From an optimization exercise on the open Yosys and OpenROAD flow, aimed at small area, a short achievable clock period and few clock cycles per item; shortcuts taken in it are not production practice.
RTL that was checked went through simulation tests only; none was proved equivalent to the original.
The RTL of runs 2 to 4 was laid out without a check of its function.
Power and IR drop assume default switching activity.

===== flow/config.mk =====
export PLATFORM = sky130hd
export DESIGN_NAME = audio_to_direct_recording_bits
export DESIGN_NICKNAME = audio_to_direct_recording_bits
export VERILOG_FILES = /design/flow/design.v
export SDC_FILE = /design/flow/constraint.sdc
export NUM_CORES = 4
export LEC_CHECK = 0
export CAP_MARGIN = 20
export CORE_MARGIN = 2
export CORE_UTILIZATION = 45
export SLEW_MARGIN = 20

===== flow/design.v =====
package atdrb_pkg;
  localparam int unsigned CNT_W   = 9;
  localparam int unsigned TOTAL_W = 24;
  typedef logic [CNT_W-1:0]   cnt_t;
  typedef logic [TOTAL_W-1:0] total_t;
  typedef enum logic [1:0] {
    REG_THRESHOLD = 2'd0,
    REG_MODE      = 2'd1,
    REG_PERIOD    = 2'd2,
    REG_TSB       = 2'd3
  } reg_idx_e;
  typedef struct packed {
    logic level;
    logic last;
    logic clipped;
    cnt_t count;
  } pack_cmd_t;
endpackage
module atdrb_div (
  input  logic        clk_i,
  input  logic        rst_ni,
  input  logic        start_i,
  input  logic [15:0] dividend_i,
  input  logic [15:0] divisor_i,
  output logic        busy_o,
  output logic        done_o,
  output logic [15:0] quotient_o,
  output logic [15:0] remainder_o
);
  logic        busy_q;
  logic [3:0]  cnt_q;
  logic [15:0] rem_q;
  logic [15:0] quo_q;
  logic [16:0] rem_sh;
  logic [16:0] diff;
  logic        ge;
  assign rem_sh = {rem_q, quo_q[15]};
  assign diff   = rem_sh - {1'b0, divisor_i};
  assign ge     = !diff[16];
  always_ff @(posedge clk_i or negedge rst_ni) begin
    if (!rst_ni) begin
      busy_q <= 1'b0;
    end else if (start_i) begin
      busy_q <= 1'b1;
    end else if (busy_q && cnt_q == 4'd15) begin
      busy_q <= 1'b0;
    end
  end
  always_ff @(posedge clk_i) begin
    if (start_i) begin
      cnt_q <= '0;
      rem_q <= '0;
      quo_q <= dividend_i;
    end else if (busy_q) begin
      cnt_q <= cnt_q + 4'd1;
      rem_q <= ge ? diff[15:0] : rem_sh[15:0];
      quo_q <= {quo_q[14:0], ge};
    end
  end
  assign busy_o      = busy_q;
  assign done_o      = busy_q && cnt_q == 4'd15;
  assign quotient_o  = quo_q;
  assign remainder_o = rem_q;
endmodule
module atdrb_packer (
  input  logic        clk_i,
  input  logic        rst_ni,
  input  logic        cmd_valid_i,
  input  logic        cmd_level_i,
  input  logic [8:0]  cmd_bits_i,
  input  logic        cmd_clip_i,
  input  logic        cmd_last_i,
  output logic        full_o,
  output logic        out_valid_o,
  input  logic        out_ready_i,
  output logic [7:0]  packed_byte_o,
  output logic [3:0]  valid_bits_o,
  output logic        final_byte_o,
  output logic [23:0] total_bytes_o,
  output logic        run_clipped_o
);
  logic        pv_q;
  logic        pl_q;
  logic [8:0]  pleft_q;
  logic        plast_q;
  logic        pclip_q;
  logic        kv_q;
  logic        kl_q;
  logic [8:0]  kbits_q;
  logic        klast_q;
  logic        kclip_q;
  logic [6:0]  acc_q;
  logic [2:0]  held_q;
  logic        ov_q;
  logic [7:0]  obyte_q;
  logic [3:0]  ovb_q;
  logic        ofinal_q;
  logic [23:0] ototal_q;
  logic        oclip_q;
  logic [9:0]  tot;
  logic        full;
  logic [9:0]  rem;
  logic        need_emit;
  logic        out_free;
  logic        emit;
  logic        pdone;
  logic        p_free;
  logic [6:0]  acc_d;
  logic [2:0]  held_d;
  logic [8:0]  pleft_d;
  logic [3:0]  lim;
  logic [7:0]  mask;
  logic [7:0]  e_byte;
  assign tot       = {7'd0, held_q} + {1'b0, pleft_q};
  assign full      = tot[9:3] != '0;
  assign rem       = tot - 10'd8;
  assign need_emit = full || plast_q;
  assign out_free  = !ov_q || out_ready_i;
  assign emit      = pv_q && need_emit && out_free;
  assign lim       = full ? 4'd8 : tot[3:0];
  assign mask      = (8'hFF >> held_q) & ~(8'hFF >> lim);
  assign e_byte    = ({1'b0, acc_q} << (4'd8 - {1'b0, held_q})) | (pl_q ? mask : 8'h00);
  always_comb begin
    acc_d   = acc_q;
    held_d  = held_q;
    pleft_d = pleft_q;
    pdone   = 1'b0;
    if (pv_q) begin
      if (!need_emit) begin
        acc_d  = (acc_q << pleft_q[2:0]) | (pl_q ? ~(7'h7F << pleft_q[2:0]) : 7'h00);
        held_d = tot[2:0];
        pdone  = 1'b1;
      end else if (out_free) begin
        if (!full) begin
          held_d = '0;
          pdone  = 1'b1;
        end else if (rem[9:3] == '0) begin
          acc_d   = {7{pl_q}};
          held_d  = rem[2:0];
          pleft_d = '0;
          pdone   = !plast_q || rem[2:0] == '0;
        end else begin
          held_d  = '0;
          pleft_d = rem[8:0];
        end
      end
    end
  end
  assign p_free = !pv_q || pdone;
  assign full_o = kv_q;
  always_ff @(posedge clk_i or negedge rst_ni) begin
    if (!rst_ni) begin
      pv_q     <= 1'b0;
      kv_q     <= 1'b0;
      held_q   <= '0;
      ov_q     <= 1'b0;
      ofinal_q <= 1'b1;
    end else begin
      held_q <= held_d;
      if (p_free) begin
        pv_q <= kv_q || cmd_valid_i;
        kv_q <= 1'b0;
      end else if (cmd_valid_i) begin
        kv_q <= 1'b1;
      end
      if (emit) begin
        ov_q     <= 1'b1;
        ofinal_q <= plast_q && (!full || rem == '0);
      end else if (out_ready_i) begin
        ov_q <= 1'b0;
      end
    end
  end
  always_ff @(posedge clk_i) begin
    acc_q <= acc_d;
    if (p_free) begin
      pl_q    <= kv_q ? kl_q    : cmd_level_i;
      pleft_q <= kv_q ? kbits_q : cmd_bits_i;
      plast_q <= kv_q ? klast_q : cmd_last_i;
      pclip_q <= kv_q ? kclip_q : cmd_clip_i;
    end else begin
      pleft_q <= pleft_d;
    end
    if (!p_free && cmd_valid_i) begin
      kl_q    <= cmd_level_i;
      kbits_q <= cmd_bits_i;
      klast_q <= cmd_last_i;
      kclip_q <= cmd_clip_i;
    end
    if (emit) begin
      obyte_q  <= e_byte;
      ovb_q    <= lim;
      ototal_q <= ofinal_q ? 24'd1 : ototal_q + 24'd1;
      oclip_q  <= pclip_q;
    end
  end
  assign out_valid_o   = ov_q;
  assign packed_byte_o = obyte_q;
  assign valid_bits_o  = ovb_q;
  assign final_byte_o  = ofinal_q;
  assign total_bytes_o = ototal_q;
  assign run_clipped_o = oclip_q;
endmodule
module audio_to_direct_recording_bits (
  input  logic        clk_i,
  input  logic        rst_ni,
  input  logic        psel,
  input  logic        penable,
  input  logic        pwrite,
  input  logic [3:0]  paddr,
  input  logic [31:0] pwdata,
  output logic [31:0] prdata,
  output logic        pready,
  input  logic        in_valid_i,
  output logic        in_ready_o,
  input  logic [7:0]  sample_value_i,
  input  logic        is_last_i,
  output logic        out_valid_o,
  input  logic        out_ready_i,
  output logic [7:0]  packed_byte_o,
  output logic [3:0]  valid_bits_o,
  output logic        final_byte_o,
  output logic [23:0] total_bytes_o,
  output logic        run_clipped_o
);
  localparam logic [8:0]  Q_SAT   = 9'd505;
  localparam logic [23:0] RUN_MAX = 24'hFF_FFFE;   
  logic [7:0]  threshold_q;
  logic        mode_q;
  logic [23:0] period_q;
  logic [15:0] tsb_q;
  logic [15:0] tsb_eff;
  logic        cfg_wr;
  assign pready  = 1'b1;
  assign cfg_wr  = psel && penable && pwrite;
  assign tsb_eff = (tsb_q == 16'd0) ? 16'd1 : tsb_q;
  always_ff @(posedge clk_i or negedge rst_ni) begin
    if (!rst_ni) begin
      threshold_q <= 8'd127;
      mode_q      <= 1'b0;
      period_q    <= 24'd20317;
      tsb_q       <= 16'd79;
    end else if (cfg_wr) begin
      case (paddr[3:2])
        atdrb_pkg::REG_THRESHOLD: threshold_q <= pwdata[7:0];
        atdrb_pkg::REG_MODE:      mode_q      <= pwdata[0];
        atdrb_pkg::REG_PERIOD:    period_q    <= pwdata[23:0];
        atdrb_pkg::REG_TSB:       tsb_q       <= pwdata[15:0];
        default: ;
      endcase
    end
  end
  always_comb begin
    case (paddr[3:2])
      atdrb_pkg::REG_THRESHOLD: prdata = {24'd0, threshold_q};
      atdrb_pkg::REG_MODE:      prdata = {31'd0, mode_q};
      atdrb_pkg::REG_PERIOD:    prdata = {8'd0, period_q};
      atdrb_pkg::REG_TSB:       prdata = {16'd0, tsb_q};
      default:                  prdata = '0;
    endcase
  end
  logic        dirty_q;
  logic        div_start;
  logic        div_busy;
  logic        div_done;
  logic [15:0] div_quo;
  logic [15:0] div_rem;
  logic [23:0] step_r;
  logic [8:0]  step_q;
  logic        rc_q;
  logic        rc_dbl_q;
  logic        rc_off_q;
  logic [4:0]  rc_cnt_q;
  assign div_start = dirty_q && !div_busy && !rc_q;
  atdrb_div u_div (
    .clk_i       (clk_i),
    .rst_ni      (rst_ni),
    .start_i     (div_start),
    .dividend_i  (period_q[23:8]),
    .divisor_i   (tsb_eff),
    .busy_o      (div_busy),
    .done_o      (div_done),
    .quotient_o  (div_quo),
    .remainder_o (div_rem)
  );
  assign step_r = {div_rem, period_q[7:0]};
  assign step_q = (div_quo >= 16'(Q_SAT)) ? Q_SAT : div_quo[8:0];
  logic        open_q, open_d;
  logic        lvl_q, lvl_d;
  logic [23:0] ext_q, ext_d;      
  logic [23:0] r_q, r_d;
  logic [8:0]  q_q, q_d;
  logic        defer_q, defer_d;
  logic [23:0] half;
  logic [23:0] add_r;
  logic [8:0]  add_q;
  logic [24:0] sum_r;
  logic [25:0] sub_r;
  logic        wrap;
  logic [23:0] nxt_r;
  logic [9:0]  sum_q;
  logic [8:0]  nxt_q;
  assign half = {1'b0, tsb_eff, 7'd0};
  always_comb begin
    if (rc_q && rc_off_q) begin
      add_r = half;
      add_q = '0;
    end else if (rc_q && rc_dbl_q) begin
      add_r = r_q;
      add_q = q_q;
    end else begin
      add_r = step_r;
      add_q = step_q;
    end
    sum_r = {1'b0, r_q} + {1'b0, add_r};
    sub_r = {1'b0, sum_r} - {2'b0, tsb_eff, 8'd0};
    wrap  = !sub_r[25];
    nxt_r = wrap ? sub_r[23:0] : sum_r[23:0];
    sum_q = {1'b0, q_q} + {1'b0, add_q} + {9'd0, wrap};
    nxt_q = (sum_q >= {1'b0, Q_SAT}) ? Q_SAT : sum_q[8:0];
  end
  logic        level;
  logic        take;
  logic        busy;
  logic        pk_full;
  logic        cmd_valid;
  logic        cmd_level;
  logic [8:0]  cmd_q;
  logic        cmd_last;
  logic [8:0]  cmd_bits;
  logic        cmd_clip;
  assign busy       = dirty_q || div_busy || rc_q;
  assign in_ready_o = !busy && !defer_q && !pk_full;
  assign take       = in_valid_i && in_ready_o;
  assign level      = sample_value_i > threshold_q;
  always_comb begin
    open_d    = open_q;
    lvl_d     = lvl_q;
    ext_d     = ext_q;
    r_d       = r_q;
    q_d       = q_q;
    defer_d   = defer_q;
    cmd_valid = 1'b0;
    cmd_level = lvl_q;
    cmd_q     = nxt_q;
    cmd_last  = 1'b1;
    if (rc_q) begin
      if (rc_off_q || rc_dbl_q || ext_q[0]) begin
        r_d = nxt_r;
        q_d = nxt_q;
      end
      if (rc_dbl_q && !rc_off_q) begin
        ext_d = {ext_q[22:0], ext_q[23]};
      end
    end else if (div_done && open_q) begin
      r_d = '0;
      q_d = '0;
    end else if (defer_q) begin
      if (!pk_full) begin
        cmd_valid = 1'b1;
        open_d    = 1'b0;
        defer_d   = 1'b0;
      end
    end else if (take) begin
      cmd_last = is_last_i;
      if (!mode_q) begin
        cmd_valid = 1'b1;
        cmd_level = level;
        cmd_q     = 9'd1;
        if (is_last_i) open_d = 1'b0;
      end else if (!open_q) begin
        open_d  = 1'b1;
        lvl_d   = level;
        ext_d   = '0;
        r_d     = half;
        q_d     = '0;
        defer_d = is_last_i;
      end else if (level == lvl_q) begin
        if (ext_q != RUN_MAX) begin
          ext_d = ext_q + 24'd1;
          r_d   = nxt_r;
          q_d   = nxt_q;
        end
        defer_d = is_last_i;
      end else begin
        cmd_valid = 1'b1;
        if (is_last_i) begin
          open_d = 1'b0;
        end else begin
          lvl_d = level;
          ext_d = '0;
          r_d   = half;
          q_d   = '0;
        end
      end
    end
  end
  assign cmd_clip = cmd_q == Q_SAT;
  assign cmd_bits = {cmd_q[8:1], (cmd_q[0] && !cmd_clip) || cmd_q == '0};
  always_ff @(posedge clk_i or negedge rst_ni) begin
    if (!rst_ni) begin
      dirty_q <= 1'b1;
      rc_q    <= 1'b0;
      open_q  <= 1'b0;
      defer_q <= 1'b0;
    end else begin
      dirty_q <= (cfg_wr && paddr[3]) || (dirty_q && !div_start);
      if (div_done && open_q) begin
        rc_q <= 1'b1;
      end else if (rc_q && rc_off_q) begin
        rc_q <= 1'b0;
      end
      open_q  <= open_d;
      defer_q <= defer_d;
    end
  end
  always_ff @(posedge clk_i) begin
    lvl_q <= lvl_d;
    ext_q <= ext_d;
    r_q   <= r_d;
    q_q   <= q_d;
    if (div_done) begin
      rc_dbl_q <= 1'b1;
      rc_off_q <= 1'b0;
      rc_cnt_q <= '0;
    end else if (rc_q) begin
      rc_dbl_q <= !rc_dbl_q;
      if (!rc_dbl_q) begin
        rc_cnt_q <= rc_cnt_q + 5'd1;
        rc_off_q <= rc_cnt_q == 5'd23;
      end
    end
  end
  atdrb_packer u_pack (
    .clk_i         (clk_i),
    .rst_ni        (rst_ni),
    .cmd_valid_i   (cmd_valid),
    .cmd_level_i   (cmd_level),
    .cmd_bits_i    (cmd_bits),
    .cmd_clip_i    (cmd_clip),
    .cmd_last_i    (cmd_last),
    .full_o        (pk_full),
    .out_valid_o   (out_valid_o),
    .out_ready_i   (out_ready_i),
    .packed_byte_o (packed_byte_o),
    .valid_bits_o  (valid_bits_o),
    .final_byte_o  (final_byte_o),
    .total_bytes_o (total_bytes_o),
    .run_clipped_o (run_clipped_o)
  );
endmodule

===== flow/run.sh =====
#!/bin/bash
# synth_recipe.tcl (not shown) runs the flow's synth.tcl, then flattens the netlist and writes it again
# the make line also repeats each setting of config.mk as NAME=value (left out here)
make -C /OpenROAD-flow-scripts/flow DESIGN_CONFIG=/design/flow/config.mk WORK_HOME=/design/flow/orfs CLKGATE_MAP_FILE= SYNTH_SCRIPT=/design/flow/synth_recipe.tcl finish

===== flow/constraint.sdc =====
create_clock -name core_clock -period 9.0 [get_ports {clk_i}]
set_input_delay 1.8000 -clock core_clock [delete_from_list [all_inputs] [get_ports {clk_i}]]
set_output_delay 1.8000 -clock core_clock [all_outputs]
set_load 0.01 [all_outputs]

==> results of run 1 <==
## sequential cells by signal (all words and copies together) (netlist names), 3 cells and up
signal and count:
u_div.quo_q 16, ext_q 24, period_q 24, q_q 9, r_q 24, u_pack.ovb_q 4
u_pack.acc_q 7, u_div.rem_q 16, u_pack.pleft_q 9, threshold_q 8, u_div.cnt_q 4, rc_cnt_q 5
u_pack.ototal_q 24, u_pack.held_q 3, tsb_q 16, u_pack.kbits_q 9, u_pack.obyte_q 8
## power by group
part           switching (W)  internal [W]
logic                0.00253       0.00179
registers           0.000310       0.00155
clock network       0.000472      0.000616
total                0.00331       0.00396
## routing by layer
| metal | vias up | wire length (um) |
|---|---|---|
| met1 | 6287 | 19300 |
| li1 | 6494 | - |
| met4 | 0 | 858 |
| met3 | 57 | 1820 |
| met5 | - | 0 |
| met2 | 321 | 19400 |
## critical path: cells and delay by family, from the launching register on
family	cells	cell delay (ps)
AND/OR/NAND/NOR	9	2740
adder cells (fa/ha/maj)	4	1220
XOR/XNOR	2	510
AO/OA/AOI/OAI	14	2960
buffers and inverters	2	230
flip-flops	1	420
## Yosys cell counts, types with 20 or more instances
cell / number
sky130_fd_sc_hd__a21oi_1: 97
sky130_fd_sc_hd__a22o_1: 23
sky130_fd_sc_hd__a31oi_1: 24
sky130_fd_sc_hd__and2_1: 24
sky130_fd_sc_hd__clkbuf_1: 65
sky130_fd_sc_hd__dfrtp_1: 37
sky130_fd_sc_hd__dfstp_2: 24
sky130_fd_sc_hd__dfxtp_1: 27
sky130_fd_sc_hd__edfxtp_1: 142
sky130_fd_sc_hd__ha_1: 88
sky130_fd_sc_hd__inv_1: 68
sky130_fd_sc_hd__mux2_2: 50
sky130_fd_sc_hd__mux2i_1: 33
sky130_fd_sc_hd__nand2_1: 247
sky130_fd_sc_hd__nand3_1: 55
sky130_fd_sc_hd__nand4_1: 32
sky130_fd_sc_hd__nor2_1: 131
sky130_fd_sc_hd__nor2b_1: 31
sky130_fd_sc_hd__nor3_1: 38
sky130_fd_sc_hd__o211ai_1: 23
sky130_fd_sc_hd__o21ai_0: 86
sky130_fd_sc_hd__o31ai_1: 20
sky130_fd_sc_hd__xnor2_1: 49
sky130_fd_sc_hd__xor2_1: 33
## per-stage QoR
stage	power [W]	util, %	area, um^2
2_1_floorplan	0.00507	-	16000
3_5_place_dp	0.00615	50.0	17400
5_1_grt	0.00788	52.5	18200
3_3_place_gp	0.00607	50.0	17400
6_report	0.00727	52.5	18200
4_1_cts	0.00727	52.5	18200
## cell type report
class / instances / share of cell area [%]
clock inverters: 14 / 0.562
flip-flops and latches: 230 / 34.9
well taps: 455 / 3.12
inverters: 68 / 1.40
multi-input cells: 1348 / 49.0
clock buffers: 38 / 4.31
repair buffers: 128 / 6.68
## kinds of logic (layout without fill, tap and decap cells)
logic type,after synthesis,count (layout),share of synthesized area [%]
compound gates,416,416,18.0
xor+xnor,82,82,4.51
fa+ha+maj,94,94,7.67
buf+inv,157,248,4.12
flops,230,230,39.9
mux,87,87,6.10
other cells,2,9,0.0471
simple gates,660,660,19.6
## worst paths after layout
| path | to | cells past startpoint |
|---|---|---|
| max reg2reg | u_pack.pleft_q[2]$_DFFE_PP_ | 31 |
| min reg2reg | u_pack.oclip_q$_DFFE_PP_ | 0 |
| max | u_pack.pleft_q[2]$_DFFE_PP_ | 31 |
| max in group asynchronous | rc_q$_DFFE_PN0P_ | 2 |
| min | u_pack.oclip_q$_DFFE_PP_ | 0 |
| min in group asynchronous | u_pack.held_q[2]$_DFFE_PN0P_ | 2 |
==> run summary, run 1 <==
# TYPE chip_impl_metric gauge
chip_impl_metric{name="slowest_delay",unit="ps"} 620
chip_impl_metric{name="syn_area",unit="um^2"} 15900
chip_impl_metric{name="first_pass_grt_wire_length",unit="um"} 66700
chip_impl_metric{name="synth_area_per_cell",unit="um^2"} 9.22
chip_impl_metric{name="cts_buffers",unit=""} 28
chip_impl_metric{name="post_cts.repair.setup_buffers",unit=""} 0
chip_impl_metric{name="area_growth",unit="%"} 14.5
chip_impl_metric{name="io_buffers",unit=""} 105
chip_impl_info{name="rsz0062_at_grt",value="false"} 1
chip_impl_metric{name="synth_top_cell_area_share",unit="%"} 26.8
chip_impl_metric{name="io_pins",unit=""} 125
chip_impl_info{name="biggest_area_consumer_among_synthesized_cells",value="sky130_fd_sc_hd__edfxtp_1"} 1
chip_impl_info{name="layout_commonest_cell",value="sky130_fd_sc_hd__nand2_1"} 1
chip_impl_info{name="timing.rr.start",value="rc_dbl_q$_SDFFE_PP1P_"} 1
chip_impl_metric{name="critical_path_required",unit="ps"} 9420
chip_impl_info{name="post_synth_main_area_contributors",value="sky130_fd_sc_hd__edfxtp_1 27%, sky130_fd_sc_hd__ha_1 6.9%, sky130_fd_sc_hd__nand2_1 5.8%"} 1
chip_impl_metric{name="multi_input_area",unit="um^2"} 8950
chip_impl_metric{name="chip_height",unit="um"} 192
chip_impl_metric{name="grtUsageTotal",unit="%"} 22.4
chip_impl_metric{name="total_of_warnings_raised_by_yosys",unit=""} 3
chip_impl_metric{name="grt_start_max_net_pins",unit=""} 62
chip_impl_metric{name="vias",unit=""} 13200
chip_impl_info{name="critical_path_class",value="reg -> reg"} 1
chip_impl_metric{name="clk_pin_slew",unit="ps"} 60
chip_impl_metric{name="gr-usage-met2",unit="%"} 38.0
chip_impl_info{name="cts_tree",value="yes"} 1
chip_impl_metric{name="vdd_ir_drop_max",unit="mV"} 0.296
chip_impl_metric{name="post_cts_resize_count",unit=""} 0
chip_impl_info{name="worst_hold_path_type",value="reg -> reg"} 1
chip_impl_info{name="startpoint",value="rc_dbl_q$_SDFFE_PP1P_"} 1
chip_impl_metric{name="finalWeightedCongestion",unit=""} 0.882
chip_impl_metric{name="synth-edff-count",unit=""} 142
chip_impl_metric{name="met1_usage",unit="%"} 30.5
chip_impl_info{name="setup.worst_path.end_class",value="flop"} 1
chip_impl_metric{name="clock_skew",unit="ps"} 18.0
chip_impl_metric{name="drt_first_iter_violations",unit=""} 861
chip_impl_metric{name="timing.critical_path.fanout_max",unit=""} 16
chip_impl_metric{name="post-dp-hpwl",unit="um"} 30100
chip_impl_metric{name="final-max-slew-violation-count",unit=""} 0
chip_impl_info{name="layout_common_cells",value="247 x sky130_fd_sc_hd__nand2_1, 142 x sky130_fd_sc_hd__edfxtp_1, 129 x sky130_fd_sc_hd__nor2_1"} 1
chip_impl_metric{name="dieArea",unit="um^2"} 36900
chip_impl_info{name="run_status",value="timing/DRC/antenna clean"} 1
chip_impl_metric{name="finish_stage_setup_viols",unit=""} 0
chip_impl_metric{name="final_net_count",unit=""} 1950
chip_impl_metric{name="wl_per_cell",unit="um"} 18.1
chip_impl_metric{name="totalNegativeSetupSlack",unit="ps"} 0
chip_impl_metric{name="dp_slack",unit="ps"} 862
chip_impl_metric{name="clock_latency_on_the_worst_skew_pair",unit="ps"} 580
chip_impl_metric{name="hold_viol_final",unit=""} 0
chip_impl_metric{name="detail_route.vias_per_cell",unit=""} 5.77
chip_impl_metric{name="synth-seq-cells",unit=""} 230
chip_impl_info{name="synthFlopType",value="sky130_fd_sc_hd__edfxtp_1"} 1
chip_impl_metric{name="final_min_period_over_clock_period",unit="%"} 91.9
chip_impl_metric{name="synth_cell_types",unit=""} 90
chip_impl_metric{name="worstPathArrival",unit="ps"} 8690
chip_impl_metric{name="cellLeakagePower",unit="nW"} 7.10
chip_impl_metric{name="final.fill_count",unit=""} 3206
chip_impl_metric{name="clock-sinks",unit=""} 230
chip_impl_metric{name="instances_no_fill",unit=""} 2281
chip_impl_metric{name="vias_in_the_first_global_route",unit=""} 12700
chip_impl_metric{name="proportion_of_synthesized_chip_area_in_sequential_cells",unit="%"} 39.9
chip_impl_metric{name="grt_overflow_total",unit=""} 0
chip_impl_metric{name="worst_margin_slew",unit="ps"} 948
chip_impl_metric{name="fmaxAchievable",unit="GHz"} 0.121
chip_impl_metric{name="cts.hold.buffers_added",unit=""} 0
chip_impl_metric{name="h-tree-depth",unit=""} 1
chip_impl_metric{name="place.detailed.instances",unit=""} 2229
chip_impl_metric{name="ff_latch_area",unit="um^2"} 6360
chip_impl_info{name="critical_path.startpoint_type",value="flop"} 1
chip_impl_metric{name="syn_inst",unit=""} 1728
chip_impl_metric{name="max-cap-violations",unit=""} 0
chip_impl_metric{name="count_of_inserted_antenna_diode_cells",unit=""} 0
chip_impl_metric{name="start_util",unit="%"} 45.9
chip_impl_metric{name="global_route.usage.met3",unit="%"} 2.39
chip_impl_metric{name="firstDrtPassIters",unit=""} 5
chip_impl_metric{name="post_route_cells_drive_above_1_share",unit="%"} 10.5
chip_impl_metric{name="rrSetupSlack",unit="ps"} 730
chip_impl_info{name="busiest_grt_layer",value="met2"} 1
chip_impl_info{name="cp_slowest_cell",value="sky130_fd_sc_hd__and2_1"} 1
chip_impl_metric{name="whs",unit="ps"} 492
chip_impl_metric{name="number_of_nets_with_antenna_violations_after_detailed_routing",unit=""} 0
chip_impl_metric{name="clock_tree.buffer_depth",unit=""} 3
chip_impl_metric{name="drc_violations",unit=""} 0
chip_impl_info{name="cts_root_buf",value="sky130_fd_sc_hd__clkbuf_16"} 1
chip_impl_metric{name="async_reset_ff_share",unit="%"} 26.5
chip_impl_metric{name="powerDensity",unit="nW/um^2"} 398
chip_impl_metric{name="floorplan.core_area",unit="um^2"} 34700
chip_impl_metric{name="layout_min_cycle_time",unit="ps"} 8270
chip_impl_metric{name="slew_headroom",unit="%"} 36.5
chip_impl_metric{name="row_count",unit=""} 68
chip_impl_metric{name="final_critical_path_setup_slack",unit="ps"} 731
chip_impl_info{name="hp-start",value="u_pack.pclip_q$_DFFE_PN_"} 1
chip_impl_metric{name="grt_antenna_before_repair",unit=""} 0
chip_impl_metric{name="drt_wl_total",unit="um"} 41300
chip_impl_metric{name="dieWidth",unit="um"} 192
Testbench counts, summed over its fixed seeds: cycles 20,647, samples 19,200.
==> inputs of run 2 (changes only) <==
--- a/flow/design.v
+++ b/flow/design.v
@@ -21,10 +21,11 @@
   input  logic        rst_ni,
   input  logic        start_i,
-  input  logic [15:0] dividend_i,
+  input  logic        dbl_i,
+  input  logic [23:0] period_i,
   input  logic [15:0] divisor_i,
   output logic        busy_o,
   output logic        done_o,
-  output logic [15:0] quotient_o,
-  output logic [15:0] remainder_o
+  output logic [8:0]  a_o,
+  output logic [23:0] b_o
 );
   logic        busy_q;
@@ -32,8 +33,10 @@
   logic [15:0] rem_q;
   logic [15:0] quo_q;
+  logic [7:0]  low_q;
+  logic        ovf_q;
   logic [16:0] rem_sh;
   logic [16:0] diff;
   logic        ge;
-  assign rem_sh = {rem_q, quo_q[15]};
+  assign rem_sh = {rem_q, dbl_i ? low_q[7] : quo_q[15]};
   assign diff   = rem_sh - {1'b0, divisor_i};
   assign ge     = !diff[16];
@@ -51,15 +54,21 @@
       cnt_q <= '0;
       rem_q <= '0;
-      quo_q <= dividend_i;
-    end else if (busy_q) begin
+      quo_q <= period_i[23:8];
+      low_q <= period_i[7:0];
+      ovf_q <= 1'b0;
+    end else if (busy_q || dbl_i) begin
       cnt_q <= cnt_q + 4'd1;
       rem_q <= ge ? diff[15:0] : rem_sh[15:0];
       quo_q <= {quo_q[14:0], ge};
+      if (dbl_i) begin
+        low_q <= {low_q[6:0], 1'b0};
+        ovf_q <= ovf_q || quo_q[15];
+      end
     end
   end
-  assign busy_o      = busy_q;
-  assign done_o      = busy_q && cnt_q == 4'd15;
-  assign quotient_o  = quo_q;
-  assign remainder_o = rem_q;
+  assign busy_o = busy_q;
+  assign done_o = busy_q && cnt_q == 4'd15;
+  assign a_o    = (ovf_q || quo_q >= 16'd505) ? 9'd505 : quo_q[8:0];
+  assign b_o    = {rem_q, low_q};
 endmodule
 module atdrb_packer (
@@ -261,67 +270,68 @@
   end
   logic        dirty_q;
+  logic        restore_q;
+  logic        rc_init_q;
+  logic        rc_q;
+  logic [4:0]  rc_cnt_q;
+  logic        rc_end;
   logic        div_start;
   logic        div_busy;
   logic        div_done;
-  logic [15:0] div_quo;
-  logic [15:0] div_rem;
-  logic [23:0] step_r;
-  logic [8:0]  step_q;
-  logic        rc_q;
-  logic        rc_dbl_q;
-  logic        rc_off_q;
-  logic [4:0]  rc_cnt_q;
-  assign div_start = dirty_q && !div_busy && !rc_q;
+  logic [8:0]  step_a;
+  logic [23:0] step_b;
+  assign rc_end    = rc_q && rc_cnt_q == 5'd23;
+  assign div_start = (dirty_q && !div_busy && !rc_init_q && !rc_q) || rc_end;
   atdrb_div u_div (
-    .clk_i       (clk_i),
-    .rst_ni      (rst_ni),
-    .start_i     (div_start),
-    .dividend_i  (period_q[23:8]),
-    .divisor_i   (tsb_eff),
-    .busy_o      (div_busy),
-    .done_o      (div_done),
-    .quotient_o  (div_quo),
-    .remainder_o (div_rem)
+    .clk_i     (clk_i),
+    .rst_ni    (rst_ni),
+    .start_i   (div_start),
+    .dbl_i     (rc_q),
+    .period_i  (period_q),
+    .divisor_i (tsb_eff),
+    .busy_o    (div_busy),
+    .done_o    (div_done),
+    .a_o       (step_a),
+    .b_o       (step_b)
   );
-  assign step_r = {div_rem, period_q[7:0]};
-  assign step_q = (div_quo >= 16'(Q_SAT)) ? Q_SAT : div_quo[8:0];
   logic        open_q, open_d;
   logic        lvl_q, lvl_d;
   logic [23:0] ext_q, ext_d;      
-  logic [23:0] r_q, r_d;
+  logic [24:0] g_q, g_d;
   logic [8:0]  q_q, q_d;
   logic        defer_q, defer_d;
-  logic [23:0] half;
-  logic [23:0] add_r;
-  logic [8:0]  add_q;
-  logic [24:0] sum_r;
-  logic [25:0] sub_r;
   logic        wrap;
-  logic [23:0] nxt_r;
-  logic [9:0]  sum_q;
-  logic [8:0]  nxt_q;
-  assign half = {1'b0, tsb_eff, 7'd0};
-  always_comb begin
-    if (rc_q && rc_off_q) begin
-      add_r = half;
-      add_q = '0;
-    end else if (rc_q && rc_dbl_q) begin
-      add_r = r_q;
-      add_q = q_q;
+  logic [24:0] g_new;
+  logic [24:0] g_add;
+  logic [9:0]  q_sum;
+  logic [8:0]  q_add;
+  assign wrap  = !g_q[24];
+  assign g_new = {1'b0, step_b} - {2'b0, tsb_eff, 7'd0};
+  assign g_add = g_q + {1'b0, step_b} - (wrap ? {1'b0, tsb_eff, 8'd0} : 25'd0);
+  assign q_sum = {1'b0, q_q} + {1'b0, step_a} + {9'd0, wrap};
+  assign q_add = (q_sum >= {1'b0, Q_SAT}) ? Q_SAT : q_sum[8:0];
+  logic        s_v_q;
+  logic        s_lvl_q;
+  logic        s_last_q;
+  logic        busy;
+  logic        pk_full;
+  logic        s_go;
+  logic        take;
+  assign busy       = dirty_q || div_busy || rc_init_q || rc_q;
+  assign s_go       = s_v_q && !busy && !defer_q && !pk_full;
+  assign in_ready_o = !s_v_q || s_go;
+  assign take       = in_valid_i && in_ready_o;
+  always_ff @(posedge clk_i or negedge rst_ni) begin
+    if (!rst_ni) begin
+      s_v_q <= 1'b0;
     end else begin
-      add_r = step_r;
-      add_q = step_q;
+      s_v_q <= take || (s_v_q && !s_go);
+    end
+  end
+  always_ff @(posedge clk_i) begin
+    if (take) begin
+      s_lvl_q  <= sample_value_i > threshold_q;
+      s_last_q <= is_last_i;
     end
-    sum_r = {1'b0, r_q} + {1'b0, add_r};
-    sub_r = {1'b0, sum_r} - {2'b0, tsb_eff, 8'd0};
-    wrap  = !sub_r[25];
-    nxt_r = wrap ? sub_r[23:0] : sum_r[23:0];
-    sum_q = {1'b0, q_q} + {1'b0, add_q} + {9'd0, wrap};
-    nxt_q = (sum_q >= {1'b0, Q_SAT}) ? Q_SAT : sum_q[8:0];
   end
-  logic        level;
-  logic        take;
-  logic        busy;
-  logic        pk_full;
   logic        cmd_valid;
   logic        cmd_level;
@@ -330,30 +340,24 @@
   logic [8:0]  cmd_bits;
   logic        cmd_clip;
-  assign busy       = dirty_q || div_busy || rc_q;
-  assign in_ready_o = !busy && !defer_q && !pk_full;
-  assign take       = in_valid_i && in_ready_o;
-  assign level      = sample_value_i > threshold_q;
   always_comb begin
     open_d    = open_q;
     lvl_d     = lvl_q;
     ext_d     = ext_q;
-    r_d       = r_q;
+    g_d       = g_q;
     q_d       = q_q;
     defer_d   = defer_q;
     cmd_valid = 1'b0;
     cmd_level = lvl_q;
-    cmd_q     = nxt_q;
+    cmd_q     = q_add;
     cmd_last  = 1'b1;
-    if (rc_q) begin
-      if (rc_off_q || rc_dbl_q || ext_q[0]) begin
-        r_d = nxt_r;
-        q_d = nxt_q;
-      end
-      if (rc_dbl_q && !rc_off_q) begin
-        ext_d = {ext_q[22:0], ext_q[23]};
-      end
-    end else if (div_done && open_q) begin
-      r_d = '0;
+    if (rc_init_q) begin
+      g_d = g_new;
       q_d = '0;
+    end else if (rc_q) begin
+      if (ext_q[0]) begin
+        g_d = g_add;
+        q_d = q_add;
+      end
+      ext_d = {ext_q[0], ext_q[23:1]};
     end else if (defer_q) begin
       if (!pk_full) begin
@@ -362,33 +366,33 @@
         defer_d   = 1'b0;
       end
-    end else if (take) begin
-      cmd_last = is_last_i;
+    end else if (s_go) begin
+      cmd_last = s_last_q;
       if (!mode_q) begin
         cmd_valid = 1'b1;
-        cmd_level = level;
+        cmd_level = s_lvl_q;
         cmd_q     = 9'd1;
-        if (is_last_i) open_d = 1'b0;
+        if (s_last_q) open_d = 1'b0;
       end else if (!open_q) begin
         open_d  = 1'b1;
-        lvl_d   = level;
+        lvl_d   = s_lvl_q;
         ext_d   = '0;
-        r_d     = half;
+        g_d     = g_new;
         q_d     = '0;
-        defer_d = is_last_i;
-      end else if (level == lvl_q) begin
+        defer_d = s_last_q;
+      end else if (s_lvl_q == lvl_q) begin
         if (ext_q != RUN_MAX) begin
           ext_d = ext_q + 24'd1;
-          r_d   = nxt_r;
-          q_d   = nxt_q;
+          g_d   = g_add;
+          q_d   = q_add;
         end
-        defer_d = is_last_i;
+        defer_d = s_last_q;
       end else begin
         cmd_valid = 1'b1;
-        if (is_last_i) begin
+        if (s_last_q) begin
           open_d = 1'b0;
         end else begin
-          lvl_d = level;
+          lvl_d = s_lvl_q;
           ext_d = '0;
-          r_d   = half;
+          g_d   = g_new;
           q_d   = '0;
         end
@@ -400,15 +404,23 @@
   always_ff @(posedge clk_i or negedge rst_ni) begin
     if (!rst_ni) begin
-      dirty_q <= 1'b1;
-      rc_q    <= 1'b0;
-      open_q  <= 1'b0;
-      defer_q <= 1'b0;
+      dirty_q   <= 1'b1;
+      restore_q <= 1'b0;
+      rc_init_q <= 1'b0;
+      rc_q      <= 1'b0;
+      open_q    <= 1'b0;
+      defer_q   <= 1'b0;
     end else begin
-      dirty_q <= (cfg_wr && paddr[3]) || (dirty_q && !div_start);
-      if (div_done && open_q) begin
+      dirty_q   <= (cfg_wr && paddr[3]) || (dirty_q && !(div_start && !rc_q));
+      rc_init_q <= div_done && !restore_q && open_q;
+      if (rc_init_q) begin
         rc_q <= 1'b1;
-      end else if (rc_q && rc_off_q) begin
+      end else if (rc_end) begin
         rc_q <= 1'b0;
       end
+      if (rc_end) begin
+        restore_q <= 1'b1;
+      end else if (div_done) begin
+        restore_q <= 1'b0;
+      end
       open_q  <= open_d;
       defer_q <= defer_d;
@@ -418,16 +430,10 @@
     lvl_q <= lvl_d;
     ext_q <= ext_d;
-    r_q   <= r_d;
+    g_q   <= g_d;
     q_q   <= q_d;
-    if (div_done) begin
-      rc_dbl_q <= 1'b1;
-      rc_off_q <= 1'b0;
+    if (rc_init_q) begin
       rc_cnt_q <= '0;
     end else if (rc_q) begin
-      rc_dbl_q <= !rc_dbl_q;
-      if (!rc_dbl_q) begin
-        rc_cnt_q <= rc_cnt_q + 5'd1;
-        rc_off_q <= rc_cnt_q == 5'd23;
-      end
+      rc_cnt_q <= rc_cnt_q + 5'd1;
     end
   end
==> run 2 against run 1 <==
Net effect:
- routed wire length is 5.7% lower
- setup slack better by 2300 ps
- sequential share of layout area is 1.5 points higher
- critical endpoint is now prdata[22]
- highest routed layer is now met5
- clock skew is 14 ps higher
- core utilization is 0.17 points higher
- largest cell class unchanged
- synthesized cell count is 3.5% lower
- fmax is 39% higher
- die area is 0.21% higher
==> run summary, run 2 <==
# TYPE chip_impl_metric gauge
chip_impl_metric{name="grtUsageTotal",unit="%"} 21.2
chip_impl_info{name="setup.worst_path.end_class",value="primary output"} 1
chip_impl_info{name="critical_path.startpoint_type",value="primary input"} 1
chip_impl_metric{name="totalNegativeSetupSlack",unit="ps"} 0
chip_impl_metric{name="wl_per_cell",unit="um"} 17.6
chip_impl_metric{name="swShare",unit="%"} 43.8
chip_impl_metric{name="clock_skew",unit="ps"} 32.2
chip_impl_metric{name="start_util",unit="%"} 46.0
chip_impl_metric{name="max-cap-violations",unit=""} 0
chip_impl_metric{name="synth_simple_gate_area_share",unit="%"} 15.3
chip_impl_info{name="largest-register",value="g_q"} 1
chip_impl_info{name="combinational_family_with_the_most_area_after_synthesis",value="simple AND/OR/NAND/NOR gates"} 1
chip_impl_info{name="run_status",value="timing/DRC/antenna clean"} 1
chip_impl_metric{name="critical_path_required",unit="ps"} 7200
chip_impl_info{name="synth.cells.most_frequent",value="158 x sky130_fd_sc_hd__nand2_1, 147 x sky130_fd_sc_hd__inv_1, 144 x sky130_fd_sc_hd__edfxtp_1"} 1
chip_impl_metric{name="cts_buffers",unit=""} 28
chip_impl_metric{name="clock_latency_on_the_worst_skew_pair",unit="ps"} 570
chip_impl_metric{name="drt_first_iter_violations",unit=""} 712
chip_impl_info{name="cts_root_buf",value="sky130_fd_sc_hd__clkbuf_16"} 1
chip_impl_metric{name="grt_start_max_net_pins",unit=""} 65
chip_impl_metric{name="clock-sinks",unit=""} 243
chip_impl_metric{name="number_of_nets_with_antenna_violations_after_detailed_routing",unit=""} 0
chip_impl_metric{name="final_critical_path_setup_slack",unit="ps"} 3070
chip_impl_metric{name="layout_min_cycle_time",unit="ps"} 5930
chip_impl_info{name="layout_commonest_cell",value="sky130_fd_sc_hd__nand2_1"} 1
chip_impl_metric{name="power_switching",unit="W"} 0.00342
chip_impl_metric{name="clk_pin_slew",unit="ps"} 60
chip_impl_info{name="cp_cell_sequence",value="clkdlybuf4s50_1 > clkinv_1 > nor2_1 > and2_1 > clkdlybuf4s50_1"} 1
chip_impl_metric{name="io_buffers",unit=""} 105
chip_impl_metric{name="final_util",unit="%"} 52.7
chip_impl_metric{name="hold_viol_final",unit=""} 0
chip_impl_metric{name="finalWeightedCongestion",unit=""} 0.911
chip_impl_metric{name="post_cts.repair.setup_buffers",unit=""} 0
chip_impl_metric{name="row_count",unit=""} 68
chip_impl_metric{name="largest_register_ffs",unit=""} 25
chip_impl_metric{name="detail_route.vias_per_cell",unit=""} 5.52
chip_impl_metric{name="synth-edff-count",unit=""} 144
chip_impl_metric{name="final_net_count",unit=""} 1893
chip_impl_info{name="post-synth-top-count-cell",value="sky130_fd_sc_hd__nand2_1"} 1
chip_impl_metric{name="final_min_period_over_clock_period",unit="%"} 65.9
chip_impl_metric{name="syn_inst",unit=""} 1668
chip_impl_info{name="worst_hold_path_type",value="reg -> reg"} 1
chip_impl_metric{name="first_pass_grt_wire_length",unit="um"} 62400
chip_impl_metric{name="h-tree-depth",unit=""} 1
chip_impl_metric{name="timing.critical_path.fanout_max",unit=""} 19
chip_impl_metric{name="total_of_warnings_raised_by_yosys",unit=""} 3
chip_impl_metric{name="whs",unit="ps"} 419
chip_impl_metric{name="floorplan.core_area",unit="um^2"} 34700
chip_impl_metric{name="area_share_of_fa_ha_maj_cells_after_synthesis",unit="%"} 8.75
chip_impl_metric{name="slew_headroom",unit="%"} 31.0
chip_impl_metric{name="synth-compound-area-share",unit="%"} 14.1
chip_impl_metric{name="p_comb_share",unit="%"} 58.1
chip_impl_metric{name="vdd_ir_drop_max",unit="mV"} 0.418
chip_impl_metric{name="holdPathStages",unit=""} 0
chip_impl_info{name="synthFlopType",value="sky130_fd_sc_hd__edfxtp_1"} 1
chip_impl_metric{name="fmaxAchievable",unit="GHz"} 0.169
chip_impl_info{name="critical-path-top-cell-by-count",value="sky130_fd_sc_hd__clkdlybuf4s50_1"} 1
chip_impl_metric{name="synth-seq-cells",unit=""} 243
chip_impl_metric{name="grt_overflow_total",unit=""} 0
chip_impl_metric{name="area_growth",unit="%"} 14.6
chip_impl_metric{name="vias_in_the_first_global_route",unit=""} 11700
chip_impl_metric{name="synth_top_cell_area_share",unit="%"} 27.1
chip_impl_metric{name="final.fill_count",unit=""} 3208
chip_impl_metric{name="synth-xor-area-share",unit="%"} 6.64
chip_impl_metric{name="post-dp-hpwl",unit="um"} 28800
chip_impl_metric{name="synth_cell_types",unit=""} 80
chip_impl_metric{name="synth_area_per_cell",unit="um^2"} 9.57
chip_impl_metric{name="critical_path_buf_inv_count",unit=""} 3
chip_impl_info{name="layout_common_cells",value="158 x sky130_fd_sc_hd__nand2_1, 146 x sky130_fd_sc_hd__inv_1, 144 x sky130_fd_sc_hd__edfxtp_1"} 1
chip_impl_info{name="post_synth_main_area_contributors",value="sky130_fd_sc_hd__edfxtp_1 27%, sky130_fd_sc_hd__dfrtp_1 6.3%, sky130_fd_sc_hd__ha_1 6.1%"} 1
chip_impl_metric{name="drc_violations",unit=""} 0
chip_impl_metric{name="cts.hold.buffers_added",unit=""} 0
chip_impl_metric{name="proportion_of_synthesized_chip_area_in_sequential_cells",unit="%"} 41.7
chip_impl_metric{name="syn_area",unit="um^2"} 16000
chip_impl_metric{name="worst_margin_slew",unit="ps"} 1030
chip_impl_metric{name="power.share.sequential",unit="%"} 27.6
chip_impl_info{name="rsz0062_at_grt",value="false"} 1
chip_impl_info{name="critical_path_class",value="in -> out"} 1
chip_impl_metric{name="chip_height",unit="um"} 192
chip_impl_metric{name="worstPathArrival",unit="ps"} 4130
chip_impl_metric{name="finish_stage_setup_viols",unit=""} 0
chip_impl_metric{name="clock_tree.buffer_depth",unit=""} 3
chip_impl_info{name="biggest_area_consumer_among_synthesized_cells",value="sky130_fd_sc_hd__edfxtp_1"} 1
chip_impl_metric{name="final-max-slew-violation-count",unit=""} 0
chip_impl_metric{name="async_reset_ff_share",unit="%"} 26.3
chip_impl_metric{name="worst-path-stages",unit=""} 5
chip_impl_info{name="cp_slowest_cell",value="sky130_fd_sc_hd__clkdlybuf4s50_1"} 1
chip_impl_metric{name="post_cts_resize_count",unit=""} 0
chip_impl_metric{name="rrSetupSlack",unit="ps"} 3740
chip_impl_info{name="cts_tree",value="yes"} 1
chip_impl_info{name="critical_path.top_delay_family",value="buffers and inverters"} 1
chip_impl_metric{name="p_clk_share",unit="%"} 14.3
chip_impl_metric{name="grt_antenna_before_repair",unit=""} 3
chip_impl_metric{name="p_int",unit="W"} 0.00440
chip_impl_metric{name="dp_slack",unit="ps"} 3070
chip_impl_metric{name="drt_wl_total",unit="um"} 39000
chip_impl_metric{name="synth.mux.area_fraction",unit="%"} 7.99
chip_impl_metric{name="firstDrtPassIters",unit=""} 5
chip_impl_metric{name="dieWidth",unit="um"} 192
chip_impl_metric{name="cellLeakagePower",unit="nW"} 7.40
chip_impl_metric{name="slowest_delay",unit="ps"} 570
chip_impl_metric{name="dieArea",unit="um^2"} 37000
chip_impl_metric{name="post_route_cells_drive_above_1_share",unit="%"} 10.9
chip_impl_metric{name="io_pins",unit=""} 125
chip_impl_metric{name="powerDensity",unit="nW/um^2"} 428
chip_impl_metric{name="r2r.worst_path.cells",unit=""} 13
chip_impl_metric{name="vias",unit=""} 12300
## run 2: cell types whose count changed after synthesis, moves of 15 or more
| cell | change |
|---|---|
| sky130_fd_sc_hd__nand2_1 | -89 |
| sky130_fd_sc_hd__inv_1 | +79 |
| sky130_fd_sc_hd__a21oi_1 | -33 |
| sky130_fd_sc_hd__o21ai_0 | +33 |
| sky130_fd_sc_hd__xor2_1 | +32 |
| sky130_fd_sc_hd__nor2b_1 | -17 |
| sky130_fd_sc_hd__o211ai_1 | -17 |
| sky130_fd_sc_hd__a31oi_1 | -15 |
| sky130_fd_sc_hd__fa_1 | +15 |
| sky130_fd_sc_hd__mux2_2 | +15 |
| sky130_fd_sc_hd__o31ai_1 | -15 |
## run 2: power groups by stage
stage | Sequential, W | Clock (W) | Combinational, W
3_5_place_dp | 0.00217 | 0 | 0.00451
5_1_grt | 0.00221 | 0.00119 | 0.00510
3_3_place_gp | 0.00217 | 0 | 0.00444
2_1_floorplan | 0.00202 | 0 | 0.00353
6_report | 0.00216 | 0.00112 | 0.00455
4_1_cts | 0.00215 | 0.00114 | 0.00454
## run 2: layer usage
layer / vias to the layer above / track usage [%] / part of all wire (%)
li1: 6026 / - / -
met1: 5897 / 30.5 / 48
met2: 283 / 33.1 / 44
met3: 48 / 3.98 / 5.7
met4: 4 / 4.79 / 1.6
met5: - / 0 / 0.067
## run 2: metrics by stage
step                cells  instance area [um^2]  total power (W)
global route         2220                 18300          0.00851
global placement     2167                 17400          0.00661
CTS                  2219                 18300          0.00784
finish               2220                 18300          0.00783
floorplan            1675                 16000          0.00555
detailed placement   2167                 17400          0.00668
## run 2: path summary, 6_finish.rpt
| kind | from | endpoint |
|---|---|---|
| worst max-delay path | paddr[3] | prdata[22] |
| worst min-delay path | u_pack.pclip_q$_DFFE_PN_ | u_pack.oclip_q$_DFFE_PP_ |
| worst max register to register | u_div.quo_q[15]$_DFFE_PP_ | u_pack.pleft_q[1]$_DFFE_PP_ |
| worst min register to register | u_pack.pclip_q$_DFFE_PN_ | u_pack.oclip_q$_DFFE_PP_ |
| max in group asynchronous | rst_ni | u_pack.pv_q$_DFFE_PN0N_ |
| min in group asynchronous | rst_ni | period_q[18]$_DFFE_PN0P_ |
## run 2: kinds of logic (layout without fill, tap and decap cells)
family,after synthesis,count (layout)
simple gates,515,515
compound gates,349,349
flops,243,243
buf+inv,226,315
xor+xnor,121,121
mux,113,113
fa+ha+maj,99,99
other cells,2,10
## run 2: cell type report
| type | count | area [um^2] | area share, % |
|---|---|---|---|
| timing repair buffer | 115 | 1120 | 6.13 |
| sequential | 243 | 6660 | 36.4 |
| clock buffer | 39 | 813 | 4.44 |
| inverter | 148 | 556 | 3.04 |
| antenna | 1 | 2.50 | 0.0137 |
| clock inverter | 13 | 92.6 | 0.506 |
| tap | 455 | 569 | 3.11 |
| multi-input combinational | 1206 | 8490 | 46.4 |
==> inputs of run 3 (changes only) <==
--- a/flow/config.mk
+++ b/flow/config.mk
@@ -6,4 +6,5 @@
 export NUM_CORES = 4
 export LEC_CHECK = 0
+export ABC_CLOCK_PERIOD_IN_PS = 3000
 export CAP_MARGIN = 20
 export CORE_MARGIN = 2
==> run 3 against run 2 <==
Net effect:
- clock power about the same
- routed wire length is the same
- register-to-register slack about the same
- first-iteration DRC count stayed put
- clock-buffer cell count did not move
- clock skew unchanged
- critical path type unchanged
- largest power group unchanged
- flip-flop and latch count unchanged
- critical endpoint unchanged
- still clean on timing, DRC and antenna
- total power stayed put
==> run summary, run 3 <==
# TYPE chip_impl_metric gauge
chip_impl_info{name="run_status",value="timing/DRC/antenna clean"} 1
chip_impl_metric{name="io_buffers",unit=""} 105
chip_impl_info{name="critical_path_class",value="in -> out"} 1
chip_impl_info{name="critical-path-top-cell-by-count",value="sky130_fd_sc_hd__clkdlybuf4s50_1"} 1
chip_impl_info{name="rsz0062_at_grt",value="false"} 1
chip_impl_info{name="layout_common_cells",value="158 x sky130_fd_sc_hd__nand2_1, 146 x sky130_fd_sc_hd__inv_1, 144 x sky130_fd_sc_hd__edfxtp_1"} 1
chip_impl_metric{name="start_util",unit="%"} 46.0
chip_impl_info{name="critical_path.top_delay_family",value="buffers and inverters"} 1
chip_impl_metric{name="final_net_count",unit=""} 1893
chip_impl_info{name="critPathCapture",value="prdata[22]"} 1
chip_impl_metric{name="critical_path_required",unit="ps"} 7200
chip_impl_metric{name="grt_start_max_net_pins",unit=""} 65
chip_impl_metric{name="worstPathArrival",unit="ps"} 4130
chip_impl_metric{name="drt_wl_total",unit="um"} 39000
chip_impl_metric{name="clock_latency_on_the_worst_skew_pair",unit="ps"} 570
chip_impl_metric{name="post-dp-hpwl",unit="um"} 28800
chip_impl_info{name="setup.worst_path.end_class",value="primary output"} 1
chip_impl_metric{name="total_of_warnings_raised_by_yosys",unit=""} 3
chip_impl_metric{name="finish_stage_setup_viols",unit=""} 0
chip_impl_metric{name="grt_overflow_total",unit=""} 0
chip_impl_metric{name="drc_violations",unit=""} 0
chip_impl_metric{name="power_switching",unit="W"} 0.00342
chip_impl_metric{name="power.share.sequential",unit="%"} 27.6
chip_impl_metric{name="worst-path-stages",unit=""} 5
chip_impl_metric{name="wl_per_cell",unit="um"} 17.6
chip_impl_metric{name="totalNegativeSetupSlack",unit="ps"} 0
chip_impl_metric{name="post_cts.repair.setup_buffers",unit=""} 0
chip_impl_metric{name="synth_cell_types",unit=""} 80
chip_impl_metric{name="layout_min_cycle_time",unit="ps"} 5930
chip_impl_metric{name="dieWidth",unit="um"} 192
chip_impl_metric{name="vdd_ir_drop_max",unit="mV"} 0.418
chip_impl_metric{name="fmaxAchievable",unit="GHz"} 0.169
chip_impl_metric{name="p_int",unit="W"} 0.00440
chip_impl_info{name="largest-register",value="g_q"} 1
chip_impl_metric{name="p_comb_share",unit="%"} 58.1
chip_impl_metric{name="chip_height",unit="um"} 192
chip_impl_metric{name="area_growth",unit="%"} 14.6
chip_impl_metric{name="clock_skew",unit="ps"} 32.2
chip_impl_metric{name="final.fill_count",unit=""} 3208
chip_impl_metric{name="clock_tree.buffer_depth",unit=""} 3
chip_impl_info{name="post_synth_main_area_contributors",value="sky130_fd_sc_hd__edfxtp_1 27%, sky130_fd_sc_hd__dfrtp_1 6.3%, sky130_fd_sc_hd__ha_1 6.1%"} 1
chip_impl_metric{name="met3_wirelength",unit="um"} 2200
chip_impl_info{name="synthFlopType",value="sky130_fd_sc_hd__edfxtp_1"} 1
chip_impl_info{name="critical_path.startpoint_type",value="primary input"} 1
chip_impl_metric{name="slowest_delay",unit="ps"} 570
chip_impl_metric{name="syn_inst",unit=""} 1668
chip_impl_metric{name="max-cap-violations",unit=""} 0
chip_impl_metric{name="firstDrtPassIters",unit=""} 5
chip_impl_metric{name="post_route_cells_drive_above_1_share",unit="%"} 10.9
chip_impl_metric{name="swShare",unit="%"} 43.8
chip_impl_metric{name="largest_register_ffs",unit=""} 25
chip_impl_info{name="synth.cells.most_frequent",value="158 x sky130_fd_sc_hd__nand2_1, 147 x sky130_fd_sc_hd__inv_1, 144 x sky130_fd_sc_hd__edfxtp_1"} 1
chip_impl_metric{name="final-max-slew-violation-count",unit=""} 0
chip_impl_metric{name="drt_first_iter_violations",unit=""} 712
chip_impl_info{name="cts_root_buf",value="sky130_fd_sc_hd__clkbuf_16"} 1
chip_impl_metric{name="timing.critical_path.fanout_max",unit=""} 19
chip_impl_metric{name="whs",unit="ps"} 419
chip_impl_metric{name="grt_antenna_before_repair",unit=""} 3
chip_impl_metric{name="powerDensity",unit="nW/um^2"} 428
chip_impl_info{name="highest_layer",value="met5"} 1
chip_impl_metric{name="wirelength_met1",unit="um"} 18900
chip_impl_info{name="cts_tree",value="yes"} 1
chip_impl_metric{name="clk_pin_slew",unit="ps"} 60
chip_impl_metric{name="vias",unit=""} 12300
chip_impl_metric{name="synth_top_cell_area_share",unit="%"} 27.1
chip_impl_metric{name="final_min_period_over_clock_period",unit="%"} 65.9
chip_impl_metric{name="syn_area",unit="um^2"} 16000
chip_impl_metric{name="vias_in_the_first_global_route",unit=""} 11700
chip_impl_info{name="timing.rr.start",value="u_div.quo_q[15]$_DFFE_PP_"} 1
chip_impl_metric{name="synth-edff-count",unit=""} 144
chip_impl_metric{name="synth-seq-cells",unit=""} 243
chip_impl_info{name="startpoint",value="paddr[3]"} 1
chip_impl_metric{name="grtUsageTotal",unit="%"} 21.2
chip_impl_metric{name="proportion_of_synthesized_chip_area_in_sequential_cells",unit="%"} 41.7
chip_impl_info{name="r2r_end",value="u_pack.pleft_q[1]$_DFFE_PP_"} 1
chip_impl_info{name="cp_cell_sequence",value="clkdlybuf4s50_1 > clkinv_1 > nor2_1 > and2_1 > clkdlybuf4s50_1"} 1
chip_impl_metric{name="post_cts_resize_count",unit=""} 0
chip_impl_metric{name="synth_area_per_cell",unit="um^2"} 9.57
chip_impl_info{name="cp_slowest_cell",value="sky130_fd_sc_hd__clkdlybuf4s50_1"} 1
chip_impl_metric{name="dieArea",unit="um^2"} 37000
chip_impl_metric{name="worst_margin_slew",unit="ps"} 1030
chip_impl_metric{name="rrSetupSlack",unit="ps"} 3740
chip_impl_info{name="layout_commonest_cell",value="sky130_fd_sc_hd__nand2_1"} 1
chip_impl_metric{name="r2r.worst_path.cells",unit=""} 13
chip_impl_metric{name="io_pins",unit=""} 125
chip_impl_metric{name="detailroute.wirelength.met2",unit="um"} 17300
chip_impl_metric{name="critical_path_buf_inv_count",unit=""} 3
chip_impl_metric{name="detail_route.vias_per_cell",unit=""} 5.52
chip_impl_metric{name="hold_viol_final",unit=""} 0
chip_impl_metric{name="first_pass_grt_wire_length",unit="um"} 62400
chip_impl_metric{name="cts_buffers",unit=""} 28
chip_impl_metric{name="row_count",unit=""} 68
chip_impl_metric{name="slew_headroom",unit="%"} 31.0
chip_impl_metric{name="async_reset_ff_share",unit="%"} 26.3
chip_impl_metric{name="p_clk_share",unit="%"} 14.3
chip_impl_metric{name="total_power",unit="W"} 0.00783
chip_impl_metric{name="number_of_nets_with_antenna_violations_after_detailed_routing",unit=""} 0
chip_impl_metric{name="clock-sinks",unit=""} 243
chip_impl_info{name="post-synth-top-count-cell",value="sky130_fd_sc_hd__nand2_1"} 1
chip_impl_metric{name="cts.hold.buffers_added",unit=""} 0
chip_impl_metric{name="floorplan.core_area",unit="um^2"} 34700
chip_impl_metric{name="cellLeakagePower",unit="nW"} 7.40
chip_impl_info{name="biggest_area_consumer_among_synthesized_cells",value="sky130_fd_sc_hd__edfxtp_1"} 1
chip_impl_info{name="worst_hold_path_type",value="reg -> reg"} 1
chip_impl_metric{name="finalWeightedCongestion",unit=""} 0.911
chip_impl_metric{name="h-tree-depth",unit=""} 1
run 3: area by class of cell:
class,instances,area (um^2),share of cell area (%)
multi-input cells,1206,8490,46.4
flip-flops and latches,243,6660,36.4
repair buffers,115,1120,6.13
clock buffers,39,813,4.44
well taps,455,569,3.11
inverters,148,556,3.04
clock inverters,13,92.6,0.506
diodes,1,2.50,0.0137
run 3: power groups by stage:
| stage | clock network, W | logic [W] | registers, W |
|---|---|---|---|
| after floorplan | 0 | 0.00353 | 0.00202 |
| after global placement | 0 | 0.00444 | 0.00217 |
| after detailed placement | 0 | 0.00451 | 0.00217 |
| after CTS | 0.00114 | 0.00454 | 0.00215 |
| after global routing | 0.00119 | 0.00510 | 0.00221 |
| final | 0.00112 | 0.00455 | 0.00216 |
run 3: cell families after synthesis:
logic type	Yosys count	synth area share [%]
and+or+nand+nor	515	15.3
AOI/OAI and AO/OA	349	14.1
DFF	243	41.7
buffers and inverters	226	5.54
xor gates and xnor gates	121	6.64
muxes	113	7.99
adders and majority gates	99	8.75
other	2	0.0470
run 3: metrics by stage:
step                util, %  worst slack (ps)  instances  instance area, um^2
finish                 52.7              3070       2220                18300
global route           52.7              2880       2220                18300
CTS                    52.7              3070       2219                18300
detailed placement     50.1              3070       2167                17400
global placement       50.1              3090       2167                17400
floorplan                 -              3950       1675                16000
run 3: worst register-to-register path, delay by kind of cell (launching register included):
family          cells  cell delay [ps]
fa+ha+maj           2              930
simple gates        4             1490
compound gates      7             2040
flops               1              500
run 3: how the worst min path moves through the flow:
stage / slack (ps) / cells after the start / start / endpoint
after floorplan: 400 / 0 / u_pack.pclip_q$_DFFE_PN_ / u_pack.oclip_q$_DFFE_PP_
after global placement: 400 / 0 / u_pack.pclip_q$_DFFE_PN_ / u_pack.oclip_q$_DFFE_PP_
after detailed placement: 410 / 0 / u_pack.pclip_q$_DFFE_PN_ / u_pack.oclip_q$_DFFE_PP_
after CTS: 420 / 0 / u_pack.pclip_q$_DFFE_PN_ / u_pack.oclip_q$_DFFE_PP_
after global routing: 450 / 0 / u_pack.pclip_q$_DFFE_PN_ / u_pack.oclip_q$_DFFE_PP_
final: 420 / 0 / u_pack.pclip_q$_DFFE_PN_ / u_pack.oclip_q$_DFFE_PP_
run 3: metal layers:
metal / track usage, % / vias to the layer above
met5: 0 / -
met4: 4.79 / 4
met3: 3.98 / 48
met2: 33.1 / 283
met1: 30.5 / 5897
li1: - / 6026
==> inputs of run 4 (changes only) <==
--- a/flow/config.mk
+++ b/flow/config.mk
@@ -6,7 +6,7 @@
 export NUM_CORES = 4
 export LEC_CHECK = 0
-export ABC_CLOCK_PERIOD_IN_PS = 3000
 export CAP_MARGIN = 20
 export CORE_MARGIN = 2
 export CORE_UTILIZATION = 45
+export SETUP_SLACK_MARGIN = 4
 export SLEW_MARGIN = 20
==> run 4 against run 3 <==
Net effect:
- non-clock buffer count up 13
- routed wire length up 0.53%
- highest routed layer unchanged
- largest cell class unchanged
- flip-flop and latch count unchanged
- design area up 1.5%
- via count up 1.3%
- clock skew down 23 ps
- first-iteration DRC count down 2.0%
==> run summary, run 4 <==
# TYPE chip_impl_metric gauge
chip_impl_info{name="run_status",value="timing/DRC/antenna clean"} 1
chip_impl_info{name="layout_commonest_cell",value="sky130_fd_sc_hd__nand2_1"} 1
chip_impl_metric{name="synth-edff-count",unit=""} 144
chip_impl_metric{name="holdPathStages",unit=""} 1
chip_impl_info{name="r2r_end",value="u_pack.pleft_q[0]$_DFFE_PP_"} 1
chip_impl_info{name="holdPathEnd",value="rc_init_q$_DFF_PN0_"} 1
chip_impl_metric{name="finish_stage_setup_viols",unit=""} 0
chip_impl_metric{name="final_min_period_over_clock_period",unit="%"} 55.1
chip_impl_metric{name="final_util",unit="%"} 53.5
chip_impl_metric{name="synth_area_per_cell",unit="um^2"} 9.57
chip_impl_metric{name="largest_register_ffs",unit=""} 25
chip_impl_metric{name="max-cap-violations",unit=""} 0
chip_impl_metric{name="r2r.worst_path.cells",unit=""} 14
chip_impl_info{name="synth.cells.most_frequent",value="158 x sky130_fd_sc_hd__nand2_1, 147 x sky130_fd_sc_hd__inv_1, 144 x sky130_fd_sc_hd__edfxtp_1"} 1
chip_impl_metric{name="async_reset_ff_share",unit="%"} 26.3
chip_impl_metric{name="grt_overflow_total",unit=""} 0
chip_impl_metric{name="swShare",unit="%"} 43.4
chip_impl_metric{name="synth_cell_types",unit=""} 80
chip_impl_metric{name="powerDensity",unit="nW/um^2"} 426
chip_impl_metric{name="slew_headroom",unit="%"} 30.1
chip_impl_metric{name="hold_viol_final",unit=""} 0
chip_impl_metric{name="drc_violations",unit=""} 0
chip_impl_metric{name="clock-sinks",unit=""} 243
chip_impl_metric{name="p_int",unit="W"} 0.00448
chip_impl_metric{name="clock_latency_on_the_worst_skew_pair",unit="ps"} 540
chip_impl_info{name="biggest_area_consumer_among_synthesized_cells",value="sky130_fd_sc_hd__edfxtp_1"} 1
chip_impl_metric{name="syn_inst",unit=""} 1668
chip_impl_info{name="post-synth-top-count-cell",value="sky130_fd_sc_hd__nand2_1"} 1
chip_impl_metric{name="p_comb_share",unit="%"} 58.0
chip_impl_metric{name="wl_per_cell",unit="um"} 17.6
chip_impl_metric{name="clock_tree.buffer_depth",unit=""} 3
chip_impl_metric{name="grt_antenna_before_repair",unit=""} 3
chip_impl_metric{name="number_of_nets_with_antenna_violations_after_detailed_routing",unit=""} 0
chip_impl_info{name="critical_path_class",value="in -> out"} 1
[run 4: cell counts after synthesis]
Identical to the previous run, type by type.
[run 4: what timing repair did]
| action | 4_1_cts | 5_1_grt |
|---|---|---|
| buffers inserted | 4 | 6 |
| gates cloned | 1 | 0 |
| pin swaps | 1 | 1 |
| resized for setup | 29 | 13 |
| hold buffers | 0 | 0 |
| setup endpoints to repair | 31 | 19 |
[run 4: cell families after synthesis]
kind of cell,after synthesis,share of synthesized area (%)
compound gates,349,14.1
xor+xnor,121,6.64
fa+ha+maj,99,8.75
buf+inv,226,5.54
flops,243,41.7
mux,113,7.99
other cells,2,0.0470
simple gates,515,15.3
[run 4: how the worst max path moves through the flow]
stage | slack (ps) | end
after floorplan | 4130 | prdata[2]
after global placement | 3070 | prdata[1]
after detailed placement | 3020 | prdata[21]
after CTS | 3990 | prdata[21]
after global routing | 3960 | u_pack.pleft_q[0]$_DFFE_PP_
final | 4040 | prdata[16]
[run 4: per-stage QoR]
step	area (um^2)	cells	worst slack [ps]	hold slack, ps	power [W]
2_1_floorplan	16000	1675	4130	400	0.00555
3_3_place_gp	17400	2168	3070	404	0.00661
3_5_place_dp	17400	2169	3020	422	0.00671
4_1_cts	18500	2227	3990	443	0.00793
5_1_grt	18600	2233	3960	467	0.00860
6_report	18600	2233	4040	445	0.00791
[run 4: metal layers]
metal | up-vias | GRT usage, % | routed length, um
met5 | - | 0 | 29
met4 | 4 | 4.84 | 744
met3 | 53 | 3.69 | 2280
met2 | 308 | 34.0 | 17700
met1 | 6000 | 29.8 | 18500
li1 | 6057 | - | -
[run 4: final cells by class]
class                   instances  area (um^2)
repair buffers                128         1290
well taps                     455          569
multi-input cells            1206         8550
fillers                      3170        16100
clock inverters                13          111
clock buffers                  40          837
inverters                     148          561
flip-flops and latches        243         6660
[run 4: critical path, stage by stage]
cell,delay (ps)
sky130_fd_sc_hd__clkdlybuf4s15_2,230
sky130_fd_sc_hd__bufbuf_16,310
sky130_fd_sc_hd__nor2_4,130
sky130_fd_sc_hd__and2_1,150
sky130_fd_sc_hd__clkdlybuf4s50_1,530
[run 4: power groups by stage]
stage / Sequential [W] / Combinational (W) / Clock (W)
4_1_cts: 0.00216 / 0.00459 / 0.00118
3_3_place_gp: 0.00216 / 0.00445 / 0
2_1_floorplan: 0.00202 / 0.00353 / 0
3_5_place_dp: 0.00217 / 0.00454 / 0
6_report: 0.00217 / 0.00459 / 0.00116
5_1_grt: 0.00222 / 0.00515 / 0.00123

port drivers added, routing unchanged:
No port has a modelled driver above. Below, the same layouts with a new extraction and two added sets of constraints.
Step 1: set_driving_cell puts a clkbuf_16 on clk_i and a buf_2 on each other input, an assumption about the parent block.
Step 2 times the ports against the registers' clock, not the clock port: input delays grow and output delays shrink by t, the midpoint of the rising clock arrivals with the driver on.
Slacks: ideal / step 1 / step 2; pairs: ideal / step 1.
| run | t (ns) | setup slack, ns | hold WS [ns] | worst register clock-pin slew, ns | worst data-port slew with drivers (ns) |
|---|---|---|---|---|---|
| run 1 | 0.619 | 0.731 / 0.731 / 0.731 | 0.492 / 0.492 / 0.492 | 0.06 / 0.06 | 0.08 |
| run 2 | 0.601 | 3.070 / 2.981 / 2.981 | 0.419 / 0.419 / 0.419 | 0.06 / 0.06 | 0.09 |
| run 3 | 0.601 | 3.070 / 2.981 / 2.981 | 0.419 / 0.419 / 0.419 | 0.06 / 0.06 | 0.09 |
| run 4 | 0.591 | 4.038 / 3.981 / 3.981 | 0.445 / 0.445 / 0.445 | 0.06 / 0.06 | 0.07 |
After both steps setup and hold are still met in every run listed.
